Context: an optimization exercise on an open-source flow, tuned for small area, a short achievable clock period and few clock cycles per item. The choices shown serve that exercise and are no tape-out recipe. Where RTL was checked, it was by simulation tests only, not by an equivalence proof against the original. Power is estimated from default activity; no workload was simulated.

## delta
==> module run_labeler, before the edit <==
module run_labeler (
  input  logic                clk,
  input  logic                rst,
  input  logic                tok_valid,
  input  logic [TOKEN_W-1:0]  tok_data,
  output logic                tok_pop,
  output logic                tok_done,
  output logic                a_valid,
  output logic                a_new,
  output logic [LABEL_W-1:0]  a_slot,
  output logic [COL_W-1:0]    a_start,
  output logic [COL_W-1:0]    a_end,
  output logic                a_row_end,
  output logic                a_frame_end,
  output logic                fe_take,
  output logic [LABEL_W-1:0]  fe_base,
  output logic [LABEL_W:0]    fe_count,
  input  logic                rep_busy,
  input  logic                rep_slot_busy,
  output logic [LABEL_W-1:0]  next_slot        
);
  logic [COL_W-1:0]   prev_sm1 [MAX_RUNS];
  logic [COL_W-1:0]   prev_ep1 [MAX_RUNS];
  logic [LABEL_W-1:0] prev_lab [MAX_RUNS];
  logic [COL_W-1:0]   cur_sm1  [MAX_RUNS];
  logic [COL_W-1:0]   cur_ep1  [MAX_RUNS];
  logic [LABEL_W-1:0] cur_lab  [MAX_RUNS];
  logic [RUN_IDX_W:0]  cur_cnt;
  logic [RUN_IDX_W:0]  prev_cnt;
  logic [LABEL_W:0]    next_label;    
  logic [LABEL_W-1:0]  frame_base;    
  logic               take;
  logic               is_event;
  logic               is_frame;
  logic               row_end;
  logic [COL_W-1:0]   run_start;
  logic [COL_W-1:0]   run_end;
  logic [COL_W-1:0]   run_sm1;
  logic [COL_W-1:0]   run_ep1;
  logic               hit;
  logic [LABEL_W-1:0] hit_slot;
  logic               store;
  logic               run_in;
  logic [LABEL_W-1:0] new_slot;
  logic [COL_W-1:0]    h_start;
  logic [COL_W-1:0]    h_end;
  logic [COL_W-1:0]    h_ep1 [MAX_RUNS];
  logic [MAX_RUNS-1:0] h_after;
  logic [RUN_IDX_W:0]  h_cnt;
  logic [MAX_RUNS-1:0] h_first;
  logic                s1_valid;
  logic [TOKEN_W-1:0]  s1_tok;
  logic [MAX_RUNS-1:0] s1_first;
  logic                s1_row_end;
  logic                s1_frame_end;
  logic                load;
  logic [MAX_RUNS-1:0] starts_in;
  logic [LABEL_W-1:0]  first_lab;
  assign h_start = tok_data[TOK_START_LSB +: COL_W];
  assign h_end   = tok_data[COL_W-1:0];
  assign s1_row_end   = s1_valid && s1_tok[TOK_EVENT_BIT] && !s1_tok[TOK_FRAME_BIT];
  assign s1_frame_end = s1_valid && s1_tok[TOK_EVENT_BIT] && s1_tok[TOK_FRAME_BIT];
  assign h_cnt = s1_frame_end ? '0 : s1_row_end ? cur_cnt : prev_cnt;
  always_comb begin
    for (int i = 0; i < MAX_RUNS; i++) begin
      h_ep1[i]   = s1_row_end ? cur_ep1[i] : prev_ep1[i];
      h_after[i] = h_ep1[i] >= h_start && (RUN_IDX_W+1)'(i) < h_cnt;
    end
    for (int i = 0; i < MAX_RUNS; i++)
      h_first[i] = h_after[i] && (i == 0 || !h_after[(i + MAX_RUNS - 1) % MAX_RUNS]);
  end
  assign load       = tok_valid && (!s1_valid || take);
  assign tok_pop    = load;
  assign tok_done   = take;
  always_ff @(posedge clk) begin
    if (rst)
      s1_valid <= 1'b0;
    else if (load || take)
      s1_valid <= load;
  end
  always_ff @(posedge clk) begin
    if (load) begin
      s1_tok   <= tok_data;
      s1_first <= h_first;
    end
  end
  assign is_event  = s1_tok[TOK_EVENT_BIT];
  assign is_frame  = s1_tok[TOK_FRAME_BIT];
  assign run_start = s1_tok[TOK_START_LSB +: COL_W];
  assign run_end   = s1_tok[COL_W-1:0];
  assign take      = s1_valid && (is_event ? !(is_frame && rep_busy) : !rep_slot_busy);
  assign row_end   = take && is_event && !is_frame;
  assign fe_take   = take && is_event && is_frame;
  assign fe_base   = frame_base;
  assign fe_count  = next_label;
  assign run_sm1 = (run_start == '0) ? '0 : run_start - 1'b1;
  assign run_ep1 = (&run_end) ? run_end : run_end + 1'b1;
  always_comb begin
    first_lab = '0;
    for (int i = 0; i < MAX_RUNS; i++) begin
      starts_in[i] = prev_sm1[i] <= run_end;
      first_lab   |= s1_first[i] ? prev_lab[i] : '0;
    end
  end
  assign hit      = |(s1_first & starts_in);
  assign hit_slot = first_lab;
  assign new_slot = hit ? hit_slot : next_slot;
  assign run_in   = take && !is_event && !cur_cnt[RUN_IDX_W];
  assign store    = run_in && (hit || !next_label[LABEL_W]);
  always_ff @(posedge clk) begin
    if (rst) begin
      cur_cnt     <= '0;
      prev_cnt    <= '0;
      next_label  <= '0;
      next_slot   <= '0;
      frame_base  <= '0;
      a_valid     <= 1'b0;
      a_row_end   <= 1'b0;
      a_frame_end <= 1'b0;
    end else begin
      a_valid     <= store;
      a_row_end   <= row_end;
      a_frame_end <= fe_take;
      if (fe_take) begin
        next_label <= '0;
        frame_base <= next_slot;
        cur_cnt    <= '0;
        prev_cnt   <= '0;
      end
      if (row_end) begin
        prev_cnt <= cur_cnt;
        cur_cnt  <= '0;
      end
      if (store) begin
        cur_cnt <= cur_cnt + 1'b1;
        if (!hit) begin
          next_label      <= next_label + 1'b1;
          next_slot       <= next_slot + 1'b1;
        end
      end
    end
  end
  always_ff @(posedge clk) begin
    a_new   <= !hit;
    a_slot  <= new_slot;
    a_start <= run_start;
    a_end   <= run_end;
    if (run_in) begin
      cur_sm1[cur_cnt[RUN_IDX_W-1:0]] <= run_sm1;
      cur_ep1[cur_cnt[RUN_IDX_W-1:0]] <= run_ep1;
      cur_lab[cur_cnt[RUN_IDX_W-1:0]] <= new_slot;
    end
    if (row_end) begin
      for (int i = 0; i < MAX_RUNS; i++) begin
        prev_sm1[i] <= cur_sm1[i];
        prev_ep1[i] <= cur_ep1[i];
        prev_lab[i] <= cur_lab[i];
      end
    end
  end
endmodule
clock: 10.0 ns
lec_check: 0
cap_margin: 20
core_margin: 2
core_utilization: 40
cts_cluster_diameter: 120
cts_cluster_size: 25
setup_slack_margin: 5
slew_margin: 20
standard.sh (not shown) runs the stock make flow with config.mk's settings and CLKGATE_MAP_FILE= SYNTH_SCRIPT=/design/flow/synth_recipe.tcl, a recipe that flattens the netlist after the stock synthesis.
==> flow/flow/run.sh <==
#!/bin/bash
# Standard layout; repair_timing aims for 7 ns of setup slack (a period of 3 ns).
bash standard.sh SETUP_SLACK_MARGIN=7 finish > standard.log 2>&1
--- input diff delta..beta ---
-- flow/design.v --
<<< delta, line 126
  logic                s1_frame_end;
  logic                load;
  logic [MAX_RUNS-1:0] starts_in;
  logic [LABEL_W-1:0]  first_lab;
  assign h_start = tok_data[TOK_START_LSB +: COL_W];
>>> beta, line 126
  logic                s1_frame_end;
  logic                load;
  logic [COL_W-1:0]    first_sm1;
  logic [LABEL_W-1:0]  first_lab;
  assign h_start = tok_data[TOK_START_LSB +: COL_W];
<<< delta, line 168
  assign run_ep1 = (&run_end) ? run_end : run_end + 1'b1;
  always_comb begin
    first_lab = '0;
    for (int i = 0; i < MAX_RUNS; i++) begin
      starts_in[i] = prev_sm1[i] <= run_end;
      first_lab   |= s1_first[i] ? prev_lab[i] : '0;
    end
  end
  assign hit      = |(s1_first & starts_in);
  assign hit_slot = first_lab;
  assign new_slot = hit ? hit_slot : next_slot;
>>> beta, line 168
  assign run_ep1 = (&run_end) ? run_end : run_end + 1'b1;
  always_comb begin
    first_sm1 = '0;
    first_lab = '0;
    for (int i = 0; i < MAX_RUNS; i++) begin
      first_sm1 |= s1_first[i] ? prev_sm1[i] : '0;
      first_lab |= s1_first[i] ? prev_lab[i] : '0;
    end
  end
  assign hit      = (|s1_first) && first_sm1 <= run_end;
  assign hit_slot = first_lab;
  assign new_slot = hit ? hit_slot : next_slot;
Notes after the runs:
- Where final worst hold slack is concerned, delta is better than beta.
- Part of the total power dissipated in sequential elements (higher): beta
- Compared with delta, beta is more frugal on power.
- As of beta, multi-input gate area in the final layout had fallen by more than 10% compared to delta.
- Compared with delta, beta shows a growth of design area from synthesis to finish that is 1.2 points lower.
- beta has more setup slack than delta.
- delta and beta ended up with nearly the same XOR/XNOR share of the synthesized area.
- Compared beta against delta; sequential cell area within noise.
- Flip-flop and latch count came out exactly the same in delta and beta.
- When beta is measured against delta, its global routing met1 resource utilization turns out 0.91 points lower.
- Taking delta as the reference, in beta mean routed wirelength per cell now sits higher, part of the total power dissipated in combinational logic down 1.9 points, clock power share climbed 0.7 points, number of violations reported at the end of detailed-routing iteration 0 went down 363.
Testbench counts of beta, summed over its fixed seeds: cycles 12,168, tokens 11,777.
The RTL of delta was laid out without a check of its function.

[separate check: timing with driven ports]
Ports are ideal in the flow. The routed layouts listed here were re-timed in OpenROAD. Step 1 assumes that a clkbuf_16 drives the clock port and a buf_2 every other input. Step 2 moves the port delays by t, midway between the first and last clock arrival at a register: inputs arrive t later, outputs are due t later. That takes back most of the time a late clock gives input paths. Slacks: no drivers / after step 1 / after step 2; pairs: no drivers / after step 1.
| run | t (ns) | setup WS [ns] | clock arrival spread, ns |
|---|---|---|---|
| delta | 0.857 | 6.459 / 6.459 / 6.141 | 0.075 / 0.075 |
| beta | 0.875 | 6.480 / 6.480 / 6.143 | 0.050 / 0.051 |
After both steps setup and hold are still met in every run listed. The setup slack of beta, which loses most, moves by 0.000 ns with the drivers and by -0.337 ns with both steps.
